What follows belongs to an exercise in optimizing a design on an open flow for small area; a production flow would make more cautious choices.
Function was checked by simulation only, so behaviour that the tests miss may differ from the original.
The clock port is modelled as an ideal driver; clocking choices that lean on that would not hold on a real chip.
No activity file was given, so power comes from the tool's default toggle rates.

== run A ==
// sccb_responder
module sccb_responder #(
    parameter logic [6:0] DEV_ID = sccb_pkg::DEV_ID_DEFAULT
) (
    input  logic       sccb_clk,
    input  logic       sccb_reset,
    input  logic       sio_c_in,
    input  logic       sio_d_in,
    output logic       sio_d_oe,
    output logic       sio_d_out,
    output logic       wr_strobe,
    output logic [7:0] wr_addr,
    output logic [7:0] wr_data,
    output logic       busy
);
Size in the first run: about 2,300 cells after synthesis, about 2,100 flip-flops, ~24 I/O pins.
Settings: LEC_CHECK=0, CAP_MARGIN=20, CORE_MARGIN=2, CORE_UTILIZATION=55, PLACE_DENSITY=0.7, SLEW_MARGIN=20; clock period 10.0 ns.
standard.sh (not shown) runs the stock make flow with config.mk's settings and CLKGATE_MAP_FILE= SYNTH_SCRIPT=/design/flow/synth_recipe.tcl, a recipe that flattens the netlist after the stock synthesis.
==> flow/flow/run.sh <==
#!/bin/bash
# Standard layout, with small port buffers, a clock tree built without dummy
# loads, and clock leaf nets rebalanced after CTS where their slew is too high.
set -euo pipefail
export BUFFER_PORTS_ARGS="-buffer_cell sky130_fd_sc_hd__buf_1"
export CTS_ARGS="-sink_clustering_enable -repair_clock_nets -dont_use_dummy_load -sink_clustering_size 34 -sink_clustering_max_diameter 60 -buf_list sky130_fd_sc_hd__buf_12"
export POST_CTS_TCL="$PWD/flow/post_cts.tcl"
export CLK_SLEW_TARGET_NS=0.120
bash standard.sh finish > make_finish.log 2>&1
==> flow/flow/post_cts.tcl <==
# After clock tree synthesis: rebalance the clock leaf nets so that no
# flip-flop clock pin's estimated slew exceeds the target. A leaf net over the
# target hands its sink farthest from its buffer to the nearest other leaf
# buffer that has slew to spare; a leaf with no such neighbour is split in two
# with a new buffer of the same type, driven from the same parent net.
set slew_target [expr {[info exists ::env(CLK_SLEW_TARGET_NS)] ? $::env(CLK_SLEW_TARGET_NS) : 0.120}]
set ::pc_spare 0.006
set ::pc_block [ord::get_db_block]

proc inst_xy {inst} {
  set box [$inst getBBox]
  return [list [expr {([$box xMin] + [$box xMax]) / 2}] [expr {([$box yMin] + [$box yMax]) / 2}]]
}

# Leaf nets: clock nets driven by a buffer whose loads are all clock pins.
proc leaf_info {} {
  set leaves {}
  foreach net [$::pc_block getNets] {
    if {[$net getSigType] ne "CLOCK"} { continue }
    set drv ""; set n 0; set ok 1
    foreach t [$net getITerms] {
      if {[$t isOutputSignal]} { set drv $t; continue }
      if {[[$t getMTerm] getName] ne "CLK"} { set ok 0; break }
      incr n
    }
    if {$ok && $drv ne "" && $n > 0} { lappend leaves $net }
  }
  return $leaves
}

# Worst clock pin slew per net name.
proc net_slews {} {
  set d [dict create]
  foreach pin [get_pins -hierarchical */CLK] {
    set s [get_property $pin slew_max]
    set name [[[sta::sta_to_db_pin $pin] getNet] getName]
    if {![dict exists $d $name] || [dict get $d $name] < $s} { dict set d $name $s }
  }
  return $d
}

proc net_driver {net} {
  foreach t [$net getITerms] { if {[$t isOutputSignal]} { return [$t getInst] } }
  return ""
}

set moves 0
set splits 0
for {set iter 0} {$iter < 400} {incr iter} {
  estimate_parasitics -placement
  set leaves [leaf_info]
  set worst_net ""; set worst 0
  set slews [net_slews]
  foreach net $leaves {
    set w [dict get $slews [$net getName]]
    if {$w > $worst} { set worst $w; set worst_net $net }
  }
  if {$worst <= $slew_target} { break }
  set dinst [net_driver $worst_net]
  lassign [inst_xy $dinst] dx dy
  # the sink farthest from its buffer
  set far ""; set fd -1
  foreach t [$worst_net getITerms] {
    if {[$t isOutputSignal]} { continue }
    lassign [inst_xy [$t getInst]] x y
    set d [expr {abs($x - $dx) + abs($y - $dy)}]
    if {$d > $fd} { set fd $d; set far $t }
  }
  lassign [inst_xy [$far getInst]] fx fy
  # nearest other leaf buffer with slew to spare
  set best ""; set bd -1
  foreach net $leaves {
    if {$net eq $worst_net} { continue }
    if {[dict get $slews [$net getName]] > $slew_target - $::pc_spare} { continue }
    lassign [inst_xy [net_driver $net]] x y
    set d [expr {abs($x - $fx) + abs($y - $fy)}]
    if {$bd < 0 || $d < $bd} { set bd $d; set best $net }
  }
  if {$best ne "" && $bd <= 2 * $fd + 20000} {
    $far disconnect
    $far connect $best
    incr moves
    continue
  }
  # split: move the half of the sinks on one side to a new buffer
  set sinks {}
  foreach t [$worst_net getITerms] { if {![$t isOutputSignal]} { lappend sinks $t } }
  set xs {}; set ys {}
  foreach t $sinks { lassign [inst_xy [$t getInst]] x y; lappend xs $x; lappend ys $y }
  set ddx [expr {[tcl::mathfunc::max {*}$xs] - [tcl::mathfunc::min {*}$xs]}]
  set ddy [expr {[tcl::mathfunc::max {*}$ys] - [tcl::mathfunc::min {*}$ys]}]
  set idx [expr {$ddx >= $ddy ? 0 : 1}]
  set keyed {}
  foreach t $sinks { lappend keyed [list [lindex [inst_xy [$t getInst]] $idx] $t] }
  set keyed [lsort -integer -index 0 $keyed]
  set moved [lrange $keyed [expr {[llength $keyed] / 2}] end]
  set parent ""
  foreach t [$dinst getITerms] { if {[$t isInputSignal]} { set parent [$t getNet] } }
  set ninst [odb::dbInst_create $::pc_block [$dinst getMaster] "clkfix_buf_$splits"]
  set nnet [odb::dbNet_create $::pc_block "clkfix_net_$splits"]
  incr splits
  $nnet setSigType CLOCK
  set sx 0; set sy 0
  foreach k $moved {
    set t [lindex $k 1]
    lassign [inst_xy [$t getInst]] x y
    set sx [expr {$sx + $x}]; set sy [expr {$sy + $y}]
    $t disconnect
    $t connect $nnet
  }
  set n [llength $moved]
  $ninst setLocation [expr {$sx / $n}] [expr {$sy / $n}]
  $ninst setPlacementStatus PLACED
  foreach t [$ninst getITerms] {
    if {[$t isInputSignal]} { $t connect $parent }
    if {[$t isOutputSignal]} { $t connect $nnet }
  }
}
puts "post_cts: $moves sinks moved, $splits leaf buffers added, worst leaf slew $worst after $iter rounds"
if {$splits > 0} { detailed_placement }
estimate_parasitics -placement
Run A was carried through to the last stage, and its layout satisfied the timing, design-rule and antenna checks.
--- input diff run A..run B ---
Settings: CORE_UTILIZATION: 55 -> 50; PLACE_DENSITY: 0.7 -> 0.75.
==> flow/flow/run.sh <==
#!/bin/bash
# Standard layout, with small port buffers, a clock tree built without dummy
# loads, and clock leaf nets rebalanced after CTS where their slew is too high.
set -euo pipefail
export BUFFER_PORTS_ARGS="-buffer_cell sky130_fd_sc_hd__buf_1"
export CTS_ARGS="-sink_clustering_enable -repair_clock_nets -dont_use_dummy_load -sink_clustering_size 36 -sink_clustering_max_diameter 60 -buf_list sky130_fd_sc_hd__buf_12"
export POST_CTS_TCL="$PWD/flow/post_cts.tcl"
export CLK_SLEW_TARGET_NS=0.122
bash standard.sh finish > make_finish.log 2>&1
--- outcome ---
Run B went all the way through synthesis, placement and routing and the layout is clean on timing, DRC and antenna.
There was hardly any difference in instance area after placement between run B and run A.
Changes observed in run B relative to run A: layout overhead on the synthesized area about even, total core area rose 10%, number of global-route vias before repair rose 341.
In run B, the part of the cycle the worst path needs came out 2.0 points above the value in run A.
Run B reports a higher worst slew margin relative to its limit than run A does.
Summary: with run A as the reference, routed length on met3 in run B moved up slightly.
Worst setup slack came out lower on run B than on run A.
The following lists how run C was set up differently from run B:
Settings: a deleted PLACE_DENSITY that had been 0.75; a change of CORE_UTILIZATION from 50 to 40.
--- a/flow/flow/run.sh
+++ b/flow/flow/run.sh
@@ -5,3 +5,3 @@
 export BUFFER_PORTS_ARGS="-buffer_cell sky130_fd_sc_hd__buf_1"
-export CTS_ARGS="-sink_clustering_enable -repair_clock_nets -dont_use_dummy_load -sink_clustering_size 36 -sink_clustering_max_diameter 60 -buf_list sky130_fd_sc_hd__buf_12"
+export CTS_ARGS="-sink_clustering_enable -repair_clock_nets -dont_use_dummy_load -sink_clustering_size 40 -sink_clustering_max_diameter 80 -buf_list sky130_fd_sc_hd__buf_12"
 export POST_CTS_TCL="$PWD/flow/post_cts.tcl"
--- a/flow/flow/post_cts.tcl
+++ b/flow/flow/post_cts.tcl
@@ -6,4 +6,4 @@
 set slew_target [expr {[info exists ::env(CLK_SLEW_TARGET_NS)] ? $::env(CLK_SLEW_TARGET_NS) : 0.120}]
-set ::pc_spare 0.006
-set ::pc_block [ord::get_db_block]
+set spare 0.006
+set block [ord::get_db_block]
 
@@ -16,4 +16,5 @@
 proc leaf_info {} {
+  global block
   set leaves {}
-  foreach net [$::pc_block getNets] {
+  foreach net [$block getNets] {
     if {[$net getSigType] ne "CLOCK"} { continue }
@@ -30,11 +31,11 @@
 
-# Worst clock pin slew per net name.
-proc net_slews {} {
-  set d [dict create]
-  foreach pin [get_pins -hierarchical */CLK] {
+proc net_worst {net} {
+  set w 0
+  foreach t [$net getITerms] {
+    if {[$t isOutputSignal]} { continue }
+    set pin [sta::db_pin_to_sta $t]
     set s [get_property $pin slew_max]
-    set name [[[sta::sta_to_db_pin $pin] getNet] getName]
-    if {![dict exists $d $name] || [dict get $d $name] < $s} { dict set d $name $s }
+    if {$s > $w} { set w $s }
   }
-  return $d
+  return $w
 }
@@ -52,5 +53,6 @@
   set worst_net ""; set worst 0
-  set slews [net_slews]
+  set slews [dict create]
   foreach net $leaves {
-    set w [dict get $slews [$net getName]]
+    set w [net_worst $net]
+    dict set slews [$net getName] $w
     if {$w > $worst} { set worst $w; set worst_net $net }
@@ -73,3 +75,3 @@
     if {$net eq $worst_net} { continue }
-    if {[dict get $slews [$net getName]] > $slew_target - $::pc_spare} { continue }
+    if {[dict get $slews [$net getName]] > $slew_target - $spare} { continue }
     lassign [inst_xy [net_driver $net]] x y
@@ -98,4 +100,4 @@
   foreach t [$dinst getITerms] { if {[$t isInputSignal]} { set parent [$t getNet] } }
-  set ninst [odb::dbInst_create $::pc_block [$dinst getMaster] "clkfix_buf_$splits"]
-  set nnet [odb::dbNet_create $::pc_block "clkfix_net_$splits"]
+  set ninst [odb::dbInst_create $block [$dinst getMaster] "clkfix_buf_$splits"]
+  set nnet [odb::dbNet_create $block "clkfix_net_$splits"]
   incr splits
## What came out
Diff run B..run C | combined area of all synthesized cells | unchanged
Compared with run B, in run C initial standard-cell utilization of the core decreased by 10 points relative to the old numbers; total instance count after detailed placement rose by 324; height of the chip grew by 12%.
Of run B and run C, only run C never reached the final stage.
The average size of a mapped cell of run B and that of run C are within noise of each other.
Relative to run C, the following input files were edited for run D:
Settings: PLACE_DENSITY: unset -> 0.7.
--- a/flow/flow/run.sh
+++ b/flow/flow/run.sh
@@ -5,3 +5,3 @@
 export BUFFER_PORTS_ARGS="-buffer_cell sky130_fd_sc_hd__buf_1"
-export CTS_ARGS="-sink_clustering_enable -repair_clock_nets -dont_use_dummy_load -sink_clustering_size 40 -sink_clustering_max_diameter 80 -buf_list sky130_fd_sc_hd__buf_12"
+export CTS_ARGS="-sink_clustering_enable -repair_clock_nets -dont_use_dummy_load -sink_clustering_size 14 -sink_clustering_max_diameter 35 -sink_clustering_buffer sky130_fd_sc_hd__buf_4 -buf_list sky130_fd_sc_hd__buf_12"
 export POST_CTS_TCL="$PWD/flow/post_cts.tcl"
--- a/flow/flow/post_cts.tcl
+++ b/flow/flow/post_cts.tcl
@@ -6,4 +6,4 @@
 set slew_target [expr {[info exists ::env(CLK_SLEW_TARGET_NS)] ? $::env(CLK_SLEW_TARGET_NS) : 0.120}]
-set spare 0.006
-set block [ord::get_db_block]
+set ::pc_spare 0.006
+set ::pc_block [ord::get_db_block]
 
@@ -16,5 +16,4 @@
 proc leaf_info {} {
-  global block
   set leaves {}
-  foreach net [$block getNets] {
+  foreach net [$::pc_block getNets] {
     if {[$net getSigType] ne "CLOCK"} { continue }
@@ -31,11 +30,11 @@
 
-proc net_worst {net} {
-  set w 0
-  foreach t [$net getITerms] {
-    if {[$t isOutputSignal]} { continue }
-    set pin [sta::db_pin_to_sta $t]
+# Worst clock pin slew per net name.
+proc net_slews {} {
+  set d [dict create]
+  foreach pin [get_pins -hierarchical */CLK] {
     set s [get_property $pin slew_max]
-    if {$s > $w} { set w $s }
+    set name [[[sta::sta_to_db_pin $pin] getNet] getName]
+    if {![dict exists $d $name] || [dict get $d $name] < $s} { dict set d $name $s }
   }
-  return $w
+  return $d
 }
@@ -53,6 +52,5 @@
   set worst_net ""; set worst 0
-  set slews [dict create]
+  set slews [net_slews]
   foreach net $leaves {
-    set w [net_worst $net]
-    dict set slews [$net getName] $w
+    set w [dict get $slews [$net getName]]
     if {$w > $worst} { set worst $w; set worst_net $net }
@@ -75,3 +73,3 @@
     if {$net eq $worst_net} { continue }
-    if {[dict get $slews [$net getName]] > $slew_target - $spare} { continue }
+    if {[dict get $slews [$net getName]] > $slew_target - $::pc_spare} { continue }
     lassign [inst_xy [net_driver $net]] x y
@@ -100,4 +98,4 @@
   foreach t [$dinst getITerms] { if {[$t isInputSignal]} { set parent [$t getNet] } }
-  set ninst [odb::dbInst_create $block [$dinst getMaster] "clkfix_buf_$splits"]
-  set nnet [odb::dbNet_create $block "clkfix_net_$splits"]
+  set ninst [odb::dbInst_create $::pc_block [$dinst getMaster] "clkfix_buf_$splits"]
+  set nnet [odb::dbNet_create $::pc_block "clkfix_net_$splits"]
   incr splits
==> comparison <==
Per the final summary, run D finished and its layout is clean on timing, DRC and antenna.
Area fraction in compound gates after synthesis delta (run C -> run D): insignificant
Pre-CTS setup slack was lower in run D than in run C.
As far as initial core utilization goes, run C and run D are indistinguishable; the numbers are identical.
Run D against run C; final RePlAce weighted congestion is down slightly.
The multiplexer share of the synthesized area was comparable across run C and run D.
[inputs] run E vs run D
--- a/flow/flow/run.sh
+++ b/flow/flow/run.sh
@@ -5,3 +5,3 @@
 export BUFFER_PORTS_ARGS="-buffer_cell sky130_fd_sc_hd__buf_1"
-export CTS_ARGS="-sink_clustering_enable -repair_clock_nets -dont_use_dummy_load -sink_clustering_size 14 -sink_clustering_max_diameter 35 -sink_clustering_buffer sky130_fd_sc_hd__buf_4 -buf_list sky130_fd_sc_hd__buf_12"
+export CTS_ARGS="-sink_clustering_enable -repair_clock_nets -dont_use_dummy_load -sink_clustering_size 20 -sink_clustering_max_diameter 45 -sink_clustering_buffer sky130_fd_sc_hd__buf_6 -buf_list sky130_fd_sc_hd__buf_12"
 export POST_CTS_TCL="$PWD/flow/post_cts.tcl"
[summary]
Looking at the reports, run D completed the entire flow and the layout it produced met the timing, design-rule and antenna checks. Run E went all the way through synthesis, placement and routing and the layout is clean on timing, DRC and antenna. Placer congestion estimate: run D vs run E identical. Taking run D as the reference point, the overall global routing resource usage of run E falls by 0.16 points. Taking run D as the reference, in run E sequential share of layout area went down; design area has remained practically unchanged. From run D to run E the numbers moved as follows: wire length of the first global-routing pass decreased by 1.9% relative to the old numbers, power density over the cells rose by 0.85%, post-route worst hold slack has decreased. Across both runs, total detailed-routing wirelength was lower for run E than for run D. Reported for run E and run D, maximum fanout count along the critical path turned out identical to the last digit.

static timing again, ports no longer ideal:
How much do the figures lean on ideal ports? The routed layouts below were timed once more, with nothing changed but the port constraints.
Step 1: set_driving_cell puts a clkbuf_16 on sccb_clk and a buf_2 on each other input, an assumption about the parent block.
Step 2 times the ports against the registers' clock, not the clock port: input delays grow and output delays shrink by t, the midpoint of the rising clock arrivals with the driver on.
Slacks: ideal ports / drivers / drivers and shift; pairs: ideal ports / drivers.
run | shift t [ns] | slack for setup (ns) | hold WS [ns] | latest minus earliest clock arrival (ns) | cell pins on the clock port's net
run A | 0.627 | 6.384 / 6.324 / 6.925 | 0.265 / 0.265 / 0.265 | 0.098 / 0.097 | 1
run B | 0.639 | 6.188 / 6.122 / 6.760 | 0.294 / 0.294 / 0.294 | 0.077 / 0.077 | 1
run D | 0.677 | 6.305 / 6.243 / 6.920 | 0.234 / 0.234 / 0.234 | 0.124 / 0.124 | 1
run E | 0.660 | 6.324 / 6.265 / 6.925 | 0.227 / 0.227 / 0.227 | 0.135 / 0.135 | 1
After both steps every run listed still meets setup and hold.
